This design comes from an exercise in tuning for small area and a short achievable clock period on the open sky130 flow, not from production work. RTL that was checked went through simulation tests only; none was proved equivalent to the original.

==> inputs of trial 57 <==
Design pressure_count_linearizer, start of the top module:
module pressure_count_linearizer (
    input  logic                  clk,
    input  logic                  rst_n,
    input  logic                  cfg_we,
    input  logic [pcl_pkg::CFG_IDX_W-1:0]  cfg_index,
    input  logic [pcl_pkg::CFG_DATA_W-1:0] cfg_data,
    input  logic                  start,
    output logic                  busy,
    input  logic [pcl_pkg::COUNT_W-1:0]    factory_count,
    input  logic [pcl_pkg::COUNT_W-1:0]    raw_count,
    output logic                  done,
    output logic [pcl_pkg::OUT_W-1:0]      pressure_utorr,
    output logic [pcl_pkg::RANGE_W-1:0]    display_range
);
==> flow/config.mk <==
export PLATFORM = sky130hd
export DESIGN_NAME = pressure_count_linearizer
export DESIGN_NICKNAME = pressure_count_linearizer
export VERILOG_FILES = /design/flow/design.v
export SDC_FILE = /design/flow/constraint.sdc
export NUM_CORES = 4
export LEC_CHECK = 0
export CAP_MARGIN = 20
export CORE_MARGIN = 2
export CORE_UTILIZATION = 40
export SLEW_MARGIN = 20
==> flow/constraint.sdc <==
create_clock -name core_clock -period 12.0 [get_ports {clk}]
set_input_delay 2.4000 -clock core_clock [delete_from_list [all_inputs] [get_ports {clk}]]
set_output_delay 2.4000 -clock core_clock [all_outputs]
set_load 0.01 [all_outputs]
standard.sh (not shown) runs the stock make flow with config.mk's settings and CLKGATE_MAP_FILE= SYNTH_SCRIPT=/design/flow/synth_recipe.tcl, a recipe that flattens the netlist after the stock synthesis.
==> flow/flow/run.sh <==
#!/bin/bash
# Standard layout, with one netlist step between synthesis and floorplan:
# polfix.py picks the polarity of each full adder so that fewer inverters are
# needed (a full adder with all inputs inverted gives both outputs inverted).
# Registers, their names and cell types are those of the standard synthesis.
set -e
cd "$(dirname "$0")/.."
bash standard.sh synth > synth.log 2>&1
R=orfs/results/sky130hd/pressure_count_linearizer/base
cp $R/1_2_yosys.v 1_2_yosys.standard.v
python3 flow/polfix.py 1_2_yosys.standard.v $R/1_2_yosys.v > polfix.log 2>&1
touch $R/1_2_yosys.v
bash standard.sh SETUP_SLACK_MARGIN=8 finish > layout.log 2>&1
Other scripts of this flow, unchanged in this note and not shown: flow/flow/polfix.py
==> build 38 (differences from trial 57) <==
--- a/flow/flow/run.sh
+++ b/flow/flow/run.sh
@@ -12,2 +12,2 @@
 touch $R/1_2_yosys.v
-bash standard.sh SETUP_SLACK_MARGIN=8 finish > layout.log 2>&1
+bash standard.sh finish > layout.log 2>&1
==> trial 49 (differences from trial 57) <==
--- a/flow/flow/run.sh
+++ b/flow/flow/run.sh
@@ -12,2 +12,2 @@
 touch $R/1_2_yosys.v
-bash standard.sh SETUP_SLACK_MARGIN=8 finish > layout.log 2>&1
+bash standard.sh SETUP_SLACK_MARGIN=8.8 finish > layout.log 2>&1
==> summary.txt <==
Cts bufs inserted: trial 49 39; build 38 40; trial 57 40
Via density per instance: trial 49 5.89; build 38 5.81; trial 57 5.79
Clock Skew: trial 49 0.0265 ns; build 38 0.0323 ns; trial 57 0.0332 ns
Clock Latency Late Sink: trial 49 0.59 ns; build 38 0.58 ns; trial 57 0.59 ns
Final period utilization: trial 49 0.298; build 38 0.383; trial 57 0.337
Share of cells above drive strength 1: trial 49 0.232; build 38 0.0596; trial 57 0.0724
Worst slack at placement: trial 49 7.41 ns; build 38 7.58 ns; trial 57 7.58 ns
HPWL after DPL: trial 49 55,500 microns; build 38 55,400 microns; trial 57 55,400 microns
Worst path setup slack after routing: trial 49 8.43 ns; build 38 7.40 ns; trial 57 7.95 ns
Status: trial 49 no timing/DRC/antenna violations; build 38 no timing/DRC/antenna violations; trial 57 no timing/DRC/antenna violations
Seq. cell area: trial 49 0.00676 sq mm; build 38 0.00664 sq mm; trial 57 0.00665 sq mm
CP Data Arrival Time: trial 49 4.11 ns; build 38 5.05 ns; trial 57 4.50 ns
Final net count: trial 49 2,975; build 38 2,833; trial 57 2,846
WL met2: trial 49 35,600 microns; build 38 32,800 microns; trial 57 32,900 microns
Count of buffering cells on the critical path with inverters included: trial 49 3; build 38 0; trial 57 3
Routability-driven placement congestion ratio: trial 49 0.969; build 38 0.991; trial 57 0.991
Maximum single-stage delay on the critical path: trial 49 0.57 ns; build 38 0.76 ns; trial 57 0.66 ns


==> run K <==
Another version of the RTL of pressure_count_linearizer (not shown whole).
Settings: LEC_CHECK=0, CAP_MARGIN=20, CORE_MARGIN=2, CORE_UTILIZATION=40, SLEW_MARGIN=20; clock period 12.0 ns.
run.sh (not shown) runs the stock make flow with config.mk's settings and CLKGATE_MAP_FILE= SYNTH_SCRIPT=/design/flow/synth_recipe.tcl, a recipe that flattens the netlist after the stock synthesis.
Stock flow here: none of the scripts above is used.
==> run C: changes against run K <==
--- a/flow/design.v
+++ b/flow/design.v
@@ -219,26 +219,27 @@
             8'd104: k = 53'h1b8bdeda000000;
             8'd112: k = 53'h1be520da000000;
             8'd120: k = 53'h1c3e62da000000;
             default: k = '0;
         endcase
     end
     assign t = s1_mode ? ~s1_v[11:0] : s1_v[11:0];
     logic        s2_valid;
-    logic        s2_sel;
+    logic        s2_sel, s2_seln;    
     logic [52:0] s2_k;
     logic [37:0] s2_m;
     logic [6:0] s2_one, s2_two, s2_neg;
     always_ff @(posedge clk or negedge rst_n) begin
         if (!rst_n) s2_valid <= 1'b0;
         else        s2_valid <= s1_valid;
     end
     always_ff @(posedge clk) begin
         s2_sel <= sel;
+        s2_seln <= ~sel;
         s2_k[9] <= k[9];
         s2_k[10] <= k[10];
         s2_k[11] <= k[11];
         s2_k[12] <= k[12];
         s2_k[13] <= k[13];
         s2_k[14] <= k[14];
         s2_k[15] <= k[15];
         s2_k[16] <= k[16];
@@ -685,57 +686,57 @@
     assign of287 = s2_sel ? ot_r[4] : om_r[7];
     assign of288 = s2_sel ? ot_r[5] : om_r[8];
     assign of289 = s2_sel ? ot_r[6] : om_r[9];
     assign of290 = s2_sel ? ot_r[7] : om_r[10];
     assign of291 = s2_sel ? ot_r[8] : om_r[11];
     assign of292 = s2_sel ? ot_r[9] : om_r[12];
     assign of293 = s2_sel ? ~ot_r[10] : om_r[13];
     assign of294 = ~s2_sel & ~om_r[14];
-    assign of295 = ~s2_sel & ~om_r[0];
-    assign of296 = ~s2_sel & ~om_r[1];
-    assign of297 = ~s2_sel & ~om_r[2];
-    assign of298 = ~s2_sel & ~om_r[3];
-    assign of299 = s2_sel ? ot_r[0] : ~om_r[4];
-    assign of300 = s2_sel ? ot_r[1] : ~om_r[5];
-    assign of301 = s2_sel ? ot_r[2] : ~om_r[6];
-    assign of302 = s2_sel ? ot_r[3] : ~om_r[7];
-    assign of303 = s2_sel ? ot_r[4] : ~om_r[8];
-    assign of304 = s2_sel ? ot_r[5] : ~om_r[9];
-    assign of305 = s2_sel ? ot_r[6] : ~om_r[10];
-    assign of306 = s2_sel ? ot_r[7] : ~om_r[11];
-    assign of307 = s2_sel ? ot_r[8] : ~om_r[12];
-    assign of308 = s2_sel ? ot_r[9] : ~om_r[13];
-    assign of309 = s2_sel ? ~ot_r[10] : om_r[14];
+    assign of295 = s2_seln & ~om_r[0];
+    assign of296 = s2_seln & ~om_r[1];
+    assign of297 = s2_seln & ~om_r[2];
+    assign of298 = s2_seln & ~om_r[3];
+    assign of299 = s2_seln ? ~om_r[4] : ot_r[0];
+    assign of300 = s2_seln ? ~om_r[5] : ot_r[1];
+    assign of301 = s2_seln ? ~om_r[6] : ot_r[2];
+    assign of302 = s2_seln ? ~om_r[7] : ot_r[3];
+    assign of303 = s2_seln ? ~om_r[8] : ot_r[4];
+    assign of304 = s2_seln ? ~om_r[9] : ot_r[5];
+    assign of305 = s2_seln ? ~om_r[10] : ot_r[6];
+    assign of306 = s2_seln ? ~om_r[11] : ot_r[7];
+    assign of307 = s2_seln ? ~om_r[12] : ot_r[8];
+    assign of308 = s2_seln ? ~om_r[13] : ot_r[9];
+    assign of309 = s2_seln ? om_r[14] : ~ot_r[10];
     assign of310 = ~s2_sel & om_r[0];
     assign of311 = ~s2_sel & om_r[1];
     assign of312 = ~s2_sel & om_r[2];
     assign of313 = ~s2_sel & om_r[3];
     assign of314 = s2_sel ? ot_r[0] : om_r[4];
     assign of315 = s2_sel ? ot_r[1] : om_r[5];
     assign of316 = s2_sel ? ot_r[2] : om_r[6];
     assign of317 = s2_sel ? ot_r[3] : om_r[7];
     assign of318 = s2_sel ? ot_r[4] : om_r[8];
     assign of319 = s2_sel ? ot_r[5] : om_r[9];
     assign of320 = s2_sel ? ot_r[6] : om_r[10];
     assign of321 = s2_sel ? ot_r[7] : om_r[11];
     assign of322 = s2_sel ? ot_r[8] : om_r[12];
     assign of323 = s2_sel ? ot_r[9] : om_r[13];
     assign of324 = s2_sel ? ~ot_r[10] : ~om_r[14];
-    assign of325 = s2_sel & ~ot_r[0];
-    assign of326 = s2_sel & ~ot_r[1];
-    assign of327 = s2_sel & ~ot_r[2];
-    assign of328 = s2_sel & ~ot_r[3];
-    assign of329 = s2_sel & ~ot_r[4];
-    assign of330 = s2_sel & ~ot_r[5];
-    assign of331 = s2_sel & ~ot_r[6];
-    assign of332 = s2_sel & ~ot_r[7];
-    assign of333 = s2_sel & ~ot_r[8];
-    assign of334 = s2_sel & ~ot_r[9];
-    assign of335 = s2_sel & ot_r[10];
+    assign of325 = ~s2_seln & ~ot_r[0];
+    assign of326 = ~s2_seln & ~ot_r[1];
+    assign of327 = ~s2_seln & ~ot_r[2];
+    assign of328 = ~s2_seln & ~ot_r[3];
+    assign of329 = ~s2_seln & ~ot_r[4];
+    assign of330 = ~s2_seln & ~ot_r[5];
+    assign of331 = ~s2_seln & ~ot_r[6];
+    assign of332 = ~s2_seln & ~ot_r[7];
+    assign of333 = ~s2_seln & ~ot_r[8];
+    assign of334 = ~s2_seln & ~ot_r[9];
+    assign of335 = ~s2_seln & ot_r[10];
     assign of336 = s2_sel & ot_r[0];
     assign of337 = s2_sel & ot_r[1];
     assign of338 = s2_sel & ot_r[2];
     assign of339 = s2_sel & ot_r[3];
     assign of340 = s2_sel & ot_r[4];
     assign of341 = s2_sel & ot_r[5];
     assign of342 = s2_sel & ot_r[6];
     assign of343 = s2_sel & ot_r[7];
@@ -1364,28 +1365,32 @@
     assign c966 = (c774 & s867) | (c866 & (c774 ^ s867));
     assign s967 = c776 ^ s869 ^ c868;
     assign c968 = (c776 & s869) | (c868 & (c776 ^ s869));
     assign s969 = pp279 ^ s871 ^ c870;
     assign c970 = (pp279 & s871) | (c870 & (pp279 ^ s871));
     assign s971 = s2_k[51] ^ c872;
     assign c972 = s2_k[51] & c872;
     logic            s3_valid;
-    logic [52:0] s3_a, s3_b;
+    logic [52:11] s3_a, s3_b;
+    logic            s3_c;
+    logic [11:0]   low_sum;
+    assign low_sum = {1'b0, c888, c886, c884, c882, c880, c878, c876, c874, s873, pp2, s2_neg[0]} + {1'b0, s889, s887, s885, s883, s881, s879, s877, s875, pp41, 1'b0, pp1};
     always_ff @(posedge clk or negedge rst_n) begin
         if (!rst_n) s3_valid <= 1'b0;
         else        s3_valid <= s2_valid;
     end
     always_ff @(posedge clk) begin
-        s3_a <= {c972, c970, c968, c966, c964, c962, c960, c958, c956, c954, c952, c950, c948, c946, c944, c942, c940, c938, c936, c934, c932, c930, c928, c926, c924, c922, c920, c918, c916, c914, c912, c910, c908, c906, c904, c902, c900, c898, c896, c894, c892, c890, c888, c886, c884, c882, c880, c878, c876, c874, s873, pp2, s2_neg[0]};
-        s3_b <= {s2_k[52], s971, s969, s967, s965, s963, s961, s959, s957, s955, s953, s951, s949, s947, s945, s943, s941, s939, s937, s935, s933, s931, s929, s927, s925, s923, s921, s919, s917, s915, s913, s911, s909, s907, s905, s903, s901, s899, s897, s895, s893, s891, s889, s887, s885, s883, s881, s879, s877, s875, pp41, 1'b0, pp1};
+        s3_a <= {c972, c970, c968, c966, c964, c962, c960, c958, c956, c954, c952, c950, c948, c946, c944, c942, c940, c938, c936, c934, c932, c930, c928, c926, c924, c922, c920, c918, c916, c914, c912, c910, c908, c906, c904, c902, c900, c898, c896, c894, c892, c890};
+        s3_b <= {s2_k[52], s971, s969, s967, s965, s963, s961, s959, s957, s955, s953, s951, s949, s947, s945, s943, s941, s939, s937, s935, s933, s931, s929, s927, s925, s923, s921, s919, s917, s915, s913, s911, s909, s907, s905, s903, s901, s899, s897, s895, s893, s891};
+        s3_c <= low_sum[11];
     end
-    logic [52:0] total;
+    logic [52:11] total;
     logic signed [33:0] q;
-    assign total = s3_a + s3_b;
+    assign total = s3_a + s3_b + {41'd0, s3_c};
     assign q = total[52:19];
     logic        done_r;
     logic [32:0] p_r;
     logic [1:0]  rng_r;
     always_ff @(posedge clk or negedge rst_n) begin
         if (!rst_n) done_r <= 1'b0;
         else        done_r <= s3_valid;
     end
==> run R: changes against run K <==
--- a/flow/design.v
+++ b/flow/design.v
@@ -219,26 +219,27 @@
             8'd104: k = 53'h1b8bdeda000000;
             8'd112: k = 53'h1be520da000000;
             8'd120: k = 53'h1c3e62da000000;
             default: k = '0;
         endcase
     end
     assign t = s1_mode ? ~s1_v[11:0] : s1_v[11:0];
     logic        s2_valid;
-    logic        s2_sel;
+    logic        s2_sel, s2_seln;    
     logic [52:0] s2_k;
     logic [37:0] s2_m;
     logic [6:0] s2_one, s2_two, s2_neg;
     always_ff @(posedge clk or negedge rst_n) begin
         if (!rst_n) s2_valid <= 1'b0;
         else        s2_valid <= s1_valid;
     end
     always_ff @(posedge clk) begin
         s2_sel <= sel;
+        s2_seln <= ~sel;
         s2_k[9] <= k[9];
         s2_k[10] <= k[10];
         s2_k[11] <= k[11];
         s2_k[12] <= k[12];
         s2_k[13] <= k[13];
         s2_k[14] <= k[14];
         s2_k[15] <= k[15];
         s2_k[16] <= k[16];
@@ -685,57 +686,57 @@
     assign of287 = s2_sel ? ot_r[4] : om_r[7];
     assign of288 = s2_sel ? ot_r[5] : om_r[8];
     assign of289 = s2_sel ? ot_r[6] : om_r[9];
     assign of290 = s2_sel ? ot_r[7] : om_r[10];
     assign of291 = s2_sel ? ot_r[8] : om_r[11];
     assign of292 = s2_sel ? ot_r[9] : om_r[12];
     assign of293 = s2_sel ? ~ot_r[10] : om_r[13];
     assign of294 = ~s2_sel & ~om_r[14];
-    assign of295 = ~s2_sel & ~om_r[0];
-    assign of296 = ~s2_sel & ~om_r[1];
-    assign of297 = ~s2_sel & ~om_r[2];
-    assign of298 = ~s2_sel & ~om_r[3];
-    assign of299 = s2_sel ? ot_r[0] : ~om_r[4];
-    assign of300 = s2_sel ? ot_r[1] : ~om_r[5];
-    assign of301 = s2_sel ? ot_r[2] : ~om_r[6];
-    assign of302 = s2_sel ? ot_r[3] : ~om_r[7];
-    assign of303 = s2_sel ? ot_r[4] : ~om_r[8];
-    assign of304 = s2_sel ? ot_r[5] : ~om_r[9];
-    assign of305 = s2_sel ? ot_r[6] : ~om_r[10];
-    assign of306 = s2_sel ? ot_r[7] : ~om_r[11];
-    assign of307 = s2_sel ? ot_r[8] : ~om_r[12];
-    assign of308 = s2_sel ? ot_r[9] : ~om_r[13];
-    assign of309 = s2_sel ? ~ot_r[10] : om_r[14];
+    assign of295 = s2_seln & ~om_r[0];
+    assign of296 = s2_seln & ~om_r[1];
+    assign of297 = s2_seln & ~om_r[2];
+    assign of298 = s2_seln & ~om_r[3];
+    assign of299 = s2_seln ? ~om_r[4] : ot_r[0];
+    assign of300 = s2_seln ? ~om_r[5] : ot_r[1];
+    assign of301 = s2_seln ? ~om_r[6] : ot_r[2];
+    assign of302 = s2_seln ? ~om_r[7] : ot_r[3];
+    assign of303 = s2_seln ? ~om_r[8] : ot_r[4];
+    assign of304 = s2_seln ? ~om_r[9] : ot_r[5];
+    assign of305 = s2_seln ? ~om_r[10] : ot_r[6];
+    assign of306 = s2_seln ? ~om_r[11] : ot_r[7];
+    assign of307 = s2_seln ? ~om_r[12] : ot_r[8];
+    assign of308 = s2_seln ? ~om_r[13] : ot_r[9];
+    assign of309 = s2_seln ? om_r[14] : ~ot_r[10];
     assign of310 = ~s2_sel & om_r[0];
     assign of311 = ~s2_sel & om_r[1];
     assign of312 = ~s2_sel & om_r[2];
     assign of313 = ~s2_sel & om_r[3];
     assign of314 = s2_sel ? ot_r[0] : om_r[4];
     assign of315 = s2_sel ? ot_r[1] : om_r[5];
     assign of316 = s2_sel ? ot_r[2] : om_r[6];
     assign of317 = s2_sel ? ot_r[3] : om_r[7];
     assign of318 = s2_sel ? ot_r[4] : om_r[8];
     assign of319 = s2_sel ? ot_r[5] : om_r[9];
     assign of320 = s2_sel ? ot_r[6] : om_r[10];
     assign of321 = s2_sel ? ot_r[7] : om_r[11];
     assign of322 = s2_sel ? ot_r[8] : om_r[12];
     assign of323 = s2_sel ? ot_r[9] : om_r[13];
     assign of324 = s2_sel ? ~ot_r[10] : ~om_r[14];
-    assign of325 = s2_sel & ~ot_r[0];
-    assign of326 = s2_sel & ~ot_r[1];
-    assign of327 = s2_sel & ~ot_r[2];
-    assign of328 = s2_sel & ~ot_r[3];
-    assign of329 = s2_sel & ~ot_r[4];
-    assign of330 = s2_sel & ~ot_r[5];
-    assign of331 = s2_sel & ~ot_r[6];
-    assign of332 = s2_sel & ~ot_r[7];
-    assign of333 = s2_sel & ~ot_r[8];
-    assign of334 = s2_sel & ~ot_r[9];
-    assign of335 = s2_sel & ot_r[10];
+    assign of325 = ~s2_seln & ~ot_r[0];
+    assign of326 = ~s2_seln & ~ot_r[1];
+    assign of327 = ~s2_seln & ~ot_r[2];
+    assign of328 = ~s2_seln & ~ot_r[3];
+    assign of329 = ~s2_seln & ~ot_r[4];
+    assign of330 = ~s2_seln & ~ot_r[5];
+    assign of331 = ~s2_seln & ~ot_r[6];
+    assign of332 = ~s2_seln & ~ot_r[7];
+    assign of333 = ~s2_seln & ~ot_r[8];
+    assign of334 = ~s2_seln & ~ot_r[9];
+    assign of335 = ~s2_seln & ot_r[10];
     assign of336 = s2_sel & ot_r[0];
     assign of337 = s2_sel & ot_r[1];
     assign of338 = s2_sel & ot_r[2];
     assign of339 = s2_sel & ot_r[3];
     assign of340 = s2_sel & ot_r[4];
     assign of341 = s2_sel & ot_r[5];
     assign of342 = s2_sel & ot_r[6];
     assign of343 = s2_sel & ot_r[7];
@@ -1364,28 +1365,32 @@
     assign c966 = (c774 & s867) | (c866 & (c774 ^ s867));
     assign s967 = c776 ^ s869 ^ c868;
     assign c968 = (c776 & s869) | (c868 & (c776 ^ s869));
     assign s969 = pp279 ^ s871 ^ c870;
     assign c970 = (pp279 & s871) | (c870 & (pp279 ^ s871));
     assign s971 = s2_k[51] ^ c872;
     assign c972 = s2_k[51] & c872;
     logic            s3_valid;
-    logic [52:0] s3_a, s3_b;
+    logic [52:11] s3_a, s3_b;
+    logic            s3_c;
+    logic [11:0]   low_sum;
+    assign low_sum = {1'b0, c888, c886, c884, c882, c880, c878, c876, c874, s873, pp2, s2_neg[0]} + {1'b0, s889, s887, s885, s883, s881, s879, s877, s875, pp41, 1'b0, pp1};
     always_ff @(posedge clk or negedge rst_n) begin
         if (!rst_n) s3_valid <= 1'b0;
         else        s3_valid <= s2_valid;
     end
     always_ff @(posedge clk) begin
-        s3_a <= {c972, c970, c968, c966, c964, c962, c960, c958, c956, c954, c952, c950, c948, c946, c944, c942, c940, c938, c936, c934, c932, c930, c928, c926, c924, c922, c920, c918, c916, c914, c912, c910, c908, c906, c904, c902, c900, c898, c896, c894, c892, c890, c888, c886, c884, c882, c880, c878, c876, c874, s873, pp2, s2_neg[0]};
-        s3_b <= {s2_k[52], s971, s969, s967, s965, s963, s961, s959, s957, s955, s953, s951, s949, s947, s945, s943, s941, s939, s937, s935, s933, s931, s929, s927, s925, s923, s921, s919, s917, s915, s913, s911, s909, s907, s905, s903, s901, s899, s897, s895, s893, s891, s889, s887, s885, s883, s881, s879, s877, s875, pp41, 1'b0, pp1};
+        s3_a <= {c972, c970, c968, c966, c964, c962, c960, c958, c956, c954, c952, c950, c948, c946, c944, c942, c940, c938, c936, c934, c932, c930, c928, c926, c924, c922, c920, c918, c916, c914, c912, c910, c908, c906, c904, c902, c900, c898, c896, c894, c892, c890};
+        s3_b <= {s2_k[52], s971, s969, s967, s965, s963, s961, s959, s957, s955, s953, s951, s949, s947, s945, s943, s941, s939, s937, s935, s933, s931, s929, s927, s925, s923, s921, s919, s917, s915, s913, s911, s909, s907, s905, s903, s901, s899, s897, s895, s893, s891};
+        s3_c <= low_sum[11];
     end
-    logic [52:0] total;
+    logic [52:11] total;
     logic signed [33:0] q;
-    assign total = s3_a + s3_b;
+    assign total = s3_a + s3_b + {41'd0, s3_c};
     assign q = total[52:19];
     logic        done_r;
     logic [32:0] p_r;
     logic [1:0]  rng_r;
     always_ff @(posedge clk or negedge rst_n) begin
         if (!rst_n) done_r <= 1'b0;
         else        done_r <= s3_valid;
     end
- CAP_MARGIN: 20 -> 50
- SLEW_MARGIN: 20 -> 75
==> results.json <==
{
  "ys_top_cells_by_area": "sky130_fd_sc_hd__fa_1 24%, sky130_fd_sc_hd__dfxtp_1 20%, sky130_fd_sc_hd__xnor2_1 6.6%",
  "final.fill_count": 5797,
  "synth_top_area_share_pct": 23.5,
  "run_status": "finished clean",
  "cp_top_family": "simple AND/OR/NAND/NOR gates",
  "final.signal_buffer_count": 162,
  "grt_usage_pct": 26.1,
  "gr_layer_usage_met3_pct": 4.00,
  "nonClkBufAreaFrac_pct": 5.65,
  "clkCellAreaFrac_pct": 4.37,
  "drt-wirelength-per-cell_um": 23.2,
  "fin_worst_skew_ps": 35.4,
  "tritoncts.num_buffers": 36,
  "met3WireLength_um": 6280,
  "dp_cells": 3451,
  "drt_iter0_markers": 2106,
  "path_depth": 12
}
-- figures above: run R

==> results.json <==
{
  "run_status": "finished clean",
  "nonClkBufAreaFrac_pct": 4.19,
  "synth_top_area_share_pct": 23.2,
  "grt_usage_pct": 25.8,
  "gr_layer_usage_met3_pct": 4.48,
  "final.fill_count": 5968,
  "clkCellAreaFrac_pct": 4.46,
  "tritoncts.num_buffers": 38,
  "drt-wirelength-per-cell_um": 23.2,
  "fin_worst_skew_ps": 46.1,
  "path_depth": 12,
  "met3WireLength_um": 6830
}
-- figures above: run K

==> results.json <==
{
  "drt-wirelength-per-cell_um": 23.4,
  "final.fill_count": 5897,
  "nonClkBufAreaFrac_pct": 3.93,
  "cp_top_family": "compound AO/OA/AOI/OAI gates",
  "run_status": "finished clean",
  "gr_layer_usage_met3_pct": 4.02,
  "fin_worst_skew_ps": 26.1,
  "tritoncts.num_buffers": 36,
  "drt_iter0_markers": 2099,
  "grt_usage_pct": 26.0
}
-- figures above: run C

Function not checked in run C and run R: the RTL went through the layout flow alone.

separate check: timing with driven ports:
How much do the figures lean on ideal ports? The routed layouts below were timed once more, with nothing changed but the port constraints.
Step 1 assumes that a clkbuf_16 drives the clock port and a buf_2 every other input.
Step 2 also shifts input and output timing later by t, the mid clock arrival at the registers, as if the neighbouring blocks saw the same clock.
a / b / c = ideal / step 1 / step 2; a / b = the first two.
run | t, ns | setup WS [ns] | pins driven straight from the clock port
trial 57 | 0.631 | 7.954 / 7.954 / 7.567 | 1
build 38 | 0.629 | 7.400 / 7.400 / 7.400 | 1
trial 49 | 0.637 | 8.428 / 8.428 / 8.235 | 1
run K | 0.623 | 7.610 / 7.610 / 7.610 | 1
run C | 0.624 | 7.300 / 7.300 / 7.300 | 1
run R | 0.622 | 7.735 / 7.735 / 7.735 | 1
After both steps every run listed still meets setup and hold. The setup slack of trial 57, which loses most, moves by 0.000 ns with the drivers and by -0.387 ns with both steps.
